This is an optimization exercise on Yosys and OpenROAD, whose aim is small area and a short achievable clock period, not a production implementation.
At most, simulation tests tie the RTL to the original design; equivalence was not proved.
Power and IR drop assume default switching activity.

== rev 12 ==
==> flow/design.v (excerpt) <==
module bmp_filter
(
  input  logic       dut_if,
  input  logic       reset_ind,
  input  logic       in_valid,
  input  bmp_pkg::word_t      in_data,
  input  bmp_pkg::mode_t      mode,
  input  logic [7:0] proc_val,
  output logic       out_valid,
  output bmp_pkg::word_t      out_data,
  output logic       frame_done
);
For scale: roughly 900 cells after synthesis, about 160 flip-flops, ~79 I/O pins, about 9700 um2 of cells after synthesis.
==> flow/config.mk <==
export PLATFORM = sky130hd
export DESIGN_NAME = bmp_filter
export DESIGN_NICKNAME = bmp_filter
export VERILOG_FILES = /design/flow/design.v
export SDC_FILE = /design/flow/constraint.sdc
export NUM_CORES = 4
export LEC_CHECK = 0
export ABC_CLOCK_PERIOD_IN_PS = 2500
export CAP_MARGIN = 20
export CORE_MARGIN = 2
export CORE_UTILIZATION = 40
export SLEW_MARGIN = 20
==> flow/constraint.sdc <==
create_clock -name core_clock -period 10.0 [get_ports {dut_if}]
set_input_delay 2.0000 -clock core_clock [delete_from_list [all_inputs] [get_ports {dut_if}]]
set_output_delay 2.0000 -clock core_clock [all_outputs]
set_load 0.01 [all_outputs]
standard.sh (not shown) runs the stock make flow with config.mk's settings and CLKGATE_MAP_FILE= SYNTH_SCRIPT=/design/flow/synth_recipe.tcl, a recipe that flattens the netlist after the stock synthesis.
==> flow/flow/run.sh <==
#!/bin/bash
# Standard ORFS layout; repair_timing aims for 7.5 ns of setup slack so that
# the achieved period is pushed well below the 10 ns clock.
set -euo pipefail
bash standard.sh SETUP_SLACK_MARGIN=7.5 finish > standard_flow.log 2>&1
## Diff of input files: rev 13 against rev 12
==> flow/flow/run.sh <==
#!/bin/bash
# Standard ORFS layout; repair_timing aims for 7 ns of setup slack so that
# the achieved period is pushed well below the 10 ns clock.
set -euo pipefail
bash standard.sh SETUP_SLACK_MARGIN=7 finish > standard_flow.log 2>&1
Results
In the reports for rev 13 and rev 12, the larger footprint of the flip-flops and latches belongs to rev 12.
Rev 13 vs rev 12: count of filler cells inserted in the layout up by a few percent
Rev 13 vs. rev 12: end-of-flow core utilization down 4.7 points; total placed instance area fell about 0.8%; register-to-register slack has decreased.
Min number of gates given a new drive strength after cts across rev 13 and rev 12: rev 13

bmp_filter, a different RTL version from the one above (not shown whole).
For scale: roughly 940 cells after synthesis, ~79 I/O pins.
export LEC_CHECK = 0
export ABC_CLOCK_PERIOD_IN_PS = 2500
export CAP_MARGIN = 20
export CORE_MARGIN = 2
export CORE_UTILIZATION = 40
export CTS_BUF_LIST = sky130_fd_sc_hd__clkbuf_4 sky130_fd_sc_hd__clkbuf_8
export SLEW_MARGIN = 20
create_clock -name core_clock -period 10.0 [get_ports {dut_if}]
==> flow/flow/run.sh <==
#!/bin/bash
# Standard ORFS layout with two changes: ports are buffered with the
# smallest buffer (the resizer still upsizes where timing needs it), and
# repair_timing aims for 7 ns of setup slack, so that the achieved period
# is pushed well below the 10 ns clock.
set -euo pipefail
bash standard.sh 'BUFFER_PORTS_ARGS=-buffer_cell sky130_fd_sc_hd__buf_1' SETUP_SLACK_MARGIN=7 finish > standard_flow.log 2>&1
The starting point finished with timing, DRC and antenna clean.
==> next run, changes <==
==> flow/flow/run.sh (replaced) <==
#!/bin/bash
# Standard ORFS layout with three changes: ports are buffered with the
# smallest buffer (the resizer still upsizes where timing needs it), clock
# tree synthesis adds no dummy loads, and repair_timing aims for 7 ns of
# setup slack, so that the achieved period is pushed well below the 10 ns
# clock.
set -euo pipefail
bash standard.sh 'BUFFER_PORTS_ARGS=-buffer_cell sky130_fd_sc_hd__buf_1' \
  'CTS_ARGS=-sink_clustering_enable -repair_clock_nets -dont_use_dummy_load -buf_list {sky130_fd_sc_hd__clkbuf_4 sky130_fd_sc_hd__clkbuf_8}' \
  SETUP_SLACK_MARGIN=7 finish > standard_flow.log 2>&1
CTS_BUF_LIST = unset   (was sky130_fd_sc_hd__clkbuf_4 sky130_fd_sc_hd__clkbuf_8)
GPL_TIMING_DRIVEN = 0   (was unset)
Outcome: The new run ran to the end with no violations; via count drops slightly; cell count hardly moves; clock power drops by about a fifth; core utilization hardly moves; non-clock buffer count climbs by 16; worst hold slack improves by 11 ps.
No run of this note included a check of the RTL's function; only the layout flow was run.

before:
The RTL this note starts from:
==> flow/design.v <==
package bmp_pkg;
  localparam int HEADER_WORDS = 14;
  localparam int GROUP_WORDS  = 3;
  localparam int SIZE_LO_WORD = 0;
  localparam int SIZE_HI_WORD = 1;
  typedef logic [31:0] word_t;
  typedef logic [23:0] pixel_t;
  typedef logic [1:0]  mode_t;
  typedef logic [31:0] count_t;
  localparam mode_t MODE_THRESHOLD  = 2'd1;
  localparam mode_t MODE_BRIGHTNESS = 2'd2;
  typedef logic [95:0] pixel_group_t;
endpackage
module bmp_filter
(
  input  logic       dut_if,
  input  logic       reset_ind,
  input  logic       in_valid,
  input  bmp_pkg::word_t      in_data,
  input  bmp_pkg::mode_t      mode,
  input  logic [7:0] proc_val,
  output logic       out_valid,
  output bmp_pkg::word_t      out_data,
  output logic       frame_done
);
  logic [4:0]  s;
  logic [29:0] cnt;       
  logic        lastf;     
  logic        thr;       
  logic        bri;       
  logic [9:0]  pv;        
  logic [31:0] h, t;
  logic        hv, tv;
  logic        h_pix, h_k0, h_k1, h_last;
  logic        t_pix, t_k0, t_k1, t_last;
  logic        cr;        
  logic        out_last;
  logic pix, s0, s1, s01, last;
  assign pix  = s[4];
  assign s0   = (s == 5'd0);
  assign s1   = (s == 5'd1);
  assign s01  = (s[4:1] == 4'd0);          
  assign last = lastf && !s01;
  always_ff @(posedge dut_if) begin
    if (in_valid && s0) begin
      thr <= (mode == bmp_pkg::MODE_THRESHOLD);
      bri <= (mode == bmp_pkg::MODE_BRIGHTNESS);
      pv  <= {2'b00, proc_val};
    end else if (in_valid && s1 && thr) begin
      pv  <= ~(10'({pv[7:0], 1'b0}) + 10'(pv[7:0]) + 10'd2);
    end
  end
  logic        dec;
  logic [29:0] cnt_dec;
  always_comb begin
    logic [5:0] bz;
    logic       z;
    bz[0] = 1'b1;
    for (int k = 1; k < 6; k++) bz[k] = bz[k-1] && (cnt[6*(k-1) +: 6] == 6'd0);
    for (int k = 0; k < 5; k++) begin
      z = bz[k];
      for (int i = 0; i < 6; i++) begin
        cnt_dec[6*k+i] = cnt[6*k+i] ^ (dec && z);
        z = z && !cnt[6*k+i];
      end
    end
  end
  always_ff @(posedge dut_if) begin
    dec <= in_valid && !s01;
    cnt[13:0]  <= s0 ? {in_data[7:0], in_data[15:10]} : cnt_dec[13:0];
    cnt[29:14] <= s1 ? {in_data[23:16], in_data[31:24]} : cnt_dec[29:14];
    if (in_valid) lastf <= !s01 && (cnt[29:3] == 27'd0) && (cnt[2:0] == {2'b10, dec});
    if (reset_ind) begin
      s <= 5'd0;
    end else if (in_valid) begin
      if (last)                    s <= 5'd0;
      else if (s == 5'd13)         s <= 5'b10000;
      else if (pix && s[1])        s <= 5'b10000;
      else                         s <= s + 5'd1;
    end
  end
  logic [1:0] n, held;
  logic       pop_now, pop_in, pop, h_ld, t_ld;
  assign n       = 2'(hv) + 2'(tv);
  assign held    = pix ? s[1:0] : 2'd0;
  assign pop_now = hv && (n > held);
  assign pop_in  = hv && pix && s[1];
  assign pop     = pop_now || (pop_in && in_valid);
  assign h_ld    = pop_now || !hv || (pop_in && in_valid);
  assign t_ld    = pop_now || !hv || !tv || (pop_in && in_valid);
  logic [7:0] b3, b2, b1, b0, k;
  logic [31:0] tin;
  logic       tp0, tp1, tp2;
  assign {b3, b2, b1, b0} = in_data;
  assign k   = pv[7:0];
  assign tp0 = thr && pix && s[1:0] == 2'd0;
  assign tp1 = thr && pix && s[0];
  assign tp2 = thr && pix && s[1];
  always_comb begin
    tin = in_data;
    if (tp0) tin = {b0, b2, b3 ^ b2 ^ b1, (b3 & b2) | (b3 & b1) | (b2 & b1)};
    if (tp1) tin = {b3 ^ b2 ^ k, (b3 & b2) | (b3 & k) | (b2 & k),
                    b1 ^ b0 ^ k, (b1 & b0) | (b1 & k) | (b0 & k)};
    if (tp2) tin[15:0] = {b2 ^ b1 ^ b0, (b2 & b1) | (b2 & b0) | (b1 & b0)};
  end
  always_ff @(posedge dut_if) begin
    if (h_ld) begin
      h <= t;
      {h_pix, h_k0, h_k1, h_last} <= {t_pix, t_k0, t_k1, t_last};
    end
    if (t_ld) begin
      t <= tin;
      {t_pix, t_k0, t_k1, t_last} <=
        {pix, pix && s[1:0] == 2'd0, pix && s[0], last};
    end
    if (reset_ind) begin
      hv <= 1'b0;
      tv <= 1'b0;
    end else begin
      if (h_ld) hv <= tv;
      if (t_ld) tv <= in_valid;
    end
  end
  function automatic logic ge1024(input logic [9:0] x, input logic [9:0] y,
                                  input logic [9:0] z);
    logic [9:0]  s1, c1;
    logic [10:0] tt;
    s1 = x ^ y ^ z;
    c1 = (x & y) | (x & z) | (y & z);
    tt = 11'(s1) + {c1, 1'b0};
    ge1024 = tt[10];
  endfunction
  logic [9:0] nl;
  logic [7:0] x3, xs, xc, z;
  logic       ub, ul;
  assign nl = pv;
  assign x3 = tv ? t[31:24] : 8'd0;
  assign xs = tv ? t[31:24] : nl[7:0];
  assign xc = tv ? t[23:16] : 8'd0;
  assign z  = h_k1 ? x3 : nl[7:0];
  assign ub = ge1024({nl[9:8], h[31:24]}, 10'(xs), {1'b0, xc, 1'b0});
  assign ul = ge1024({nl[9:8], h[15:8]}, {1'b0, h[7:0], 1'b0}, 10'(z));
  logic [7:0]  pe;
  logic [31:0] odata;
  assign pe = (bri && h_pix) ? pv[7:0] : 8'd0;
  always_comb begin
    for (int j = 0; j < 4; j++) begin
      logic [8:0] sum;
      sum = 9'(h[8*j +: 8]) + 9'(pe);
      if (sum[8] != pe[7]) odata[8*j +: 8] = {8{sum[8]}};
      else                 odata[8*j +: 8] = sum[7:0];
    end
    if (thr && h_pix)
      odata = {{8{h_k0 ? ul : cr}}, {8{h_k1 ? cr : ul}}, {8{ul}},
               {8{h_k0 ? ub : ul}}};
  end
  always_ff @(posedge dut_if) begin
    out_data <= odata;
    out_last <= h_last;
    if (pop) cr <= h_k0 ? ub : ul;
    if (reset_ind) begin
      out_valid  <= 1'b0;
      frame_done <= 1'b0;
    end else begin
      out_valid  <= pop;
      frame_done <= out_valid && out_last;
    end
  end
endmodule
export LEC_CHECK = 0
export ABC_CLOCK_PERIOD_IN_PS = 2500
export CAP_MARGIN = 20
export CORE_MARGIN = 2
export CORE_UTILIZATION = 40
export SLEW_MARGIN = 20
create_clock -name core_clock -period 10.0 [get_ports {dut_if}]
==> flow/flow/run.sh <==
#!/bin/bash
# Standard ORFS layout with three changes: ports are buffered with the
# smallest buffer (the resizer still upsizes where timing needs it), clock
# tree synthesis adds no dummy loads, and repair_timing aims for 7 ns of
# setup slack, so that the achieved period is pushed well below the 10 ns
# clock.
set -euo pipefail
bash standard.sh 'BUFFER_PORTS_ARGS=-buffer_cell sky130_fd_sc_hd__buf_1' \
  'CTS_ARGS=-sink_clustering_enable -repair_clock_nets -dont_use_dummy_load -buf_list {sky130_fd_sc_hd__clkbuf_4 sky130_fd_sc_hd__clkbuf_8}' \
  SETUP_SLACK_MARGIN=7 finish > standard_flow.log 2>&1
In summary, before completed successfully, with a layout that passed the timing, design-rule and antenna checks.
#### Input delta (after over before)
- putting CTS_BUF_LIST at sky130_fd_sc_hd__clkbuf_4 sky130_fd_sc_hd__clkbuf_8 where nothing was set
==> flow/flow/run.sh <==
#!/bin/bash
# Standard ORFS layout with two changes: ports are buffered with the
# smallest buffer (the resizer still upsizes where timing needs it), and
# repair_timing aims for 7 ns of setup slack, so that the achieved period
# is pushed well below the 10 ns clock.
set -euo pipefail
bash standard.sh 'BUFFER_PORTS_ARGS=-buffer_cell sky130_fd_sc_hd__buf_1' SETUP_SLACK_MARGIN=7 finish > standard_flow.log 2>&1
## What came out
The core of after is more densely filled than that of before. From before to after the numbers moved as follows: final worst hold slack saw little to no change, wire length shows a reduction of 200 um.

==> what the ideal ports hide <==
The flow's constraints put no driver on any port. The routed layouts listed below were extracted and timed again, unchanged, in two steps. Step 1 (the two cells are an assumption about what drives the block):
set clk [get_ports {dut_if}]
set_driving_cell -lib_cell sky130_fd_sc_hd__clkbuf_16 $clk
set_driving_cell -lib_cell sky130_fd_sc_hd__buf_2 [delete_from_list [all_inputs] $clk]
Step 2 adds t to the input delays and takes it off the output delays; t is the mean of the earliest and latest rising clock arrival at the registers after step 1. Input paths then give back, and output paths get back, about the clock's delay inside the block. Slacks: no drivers / after step 1 / after step 2; pairs: no drivers / after step 1.
| run | t (ns) | setup slack, ns | hold WS [ns] | slew at the worst register clock pin (ns) |
|---|---|---|---|---|
| rev 12 | 0.483 | 6.546 / 6.546 / 6.546 | 0.413 / 0.413 / 0.413 | 0.07 / 0.07 |
| rev 13 | 0.478 | 6.509 / 6.509 / 6.509 | 0.420 / 0.420 / 0.420 | 0.07 / 0.07 |
| the first run of note 2 | 0.498 | 6.989 / 6.989 / 6.607 | 0.462 / 0.462 / 0.462 | 0.10 / 0.10 |
| the second run of note 2 | 0.475 | 6.964 / 6.984 / 6.509 | 0.473 / 0.473 / 0.473 | 0.09 / 0.09 |
| before | 0.486 | 6.989 / 7.009 / 6.523 | 0.350 / 0.350 / 0.350 | 0.10 / 0.10 |
| after | 0.510 | 7.061 / 7.028 / 6.582 | 0.350 / 0.350 / 0.350 | 0.11 / 0.11 |
After both steps every run listed still meets setup and hold. For after, which loses most, drivers alone change the setup slack by -0.033 ns; drivers and shift together by -0.479 ns.
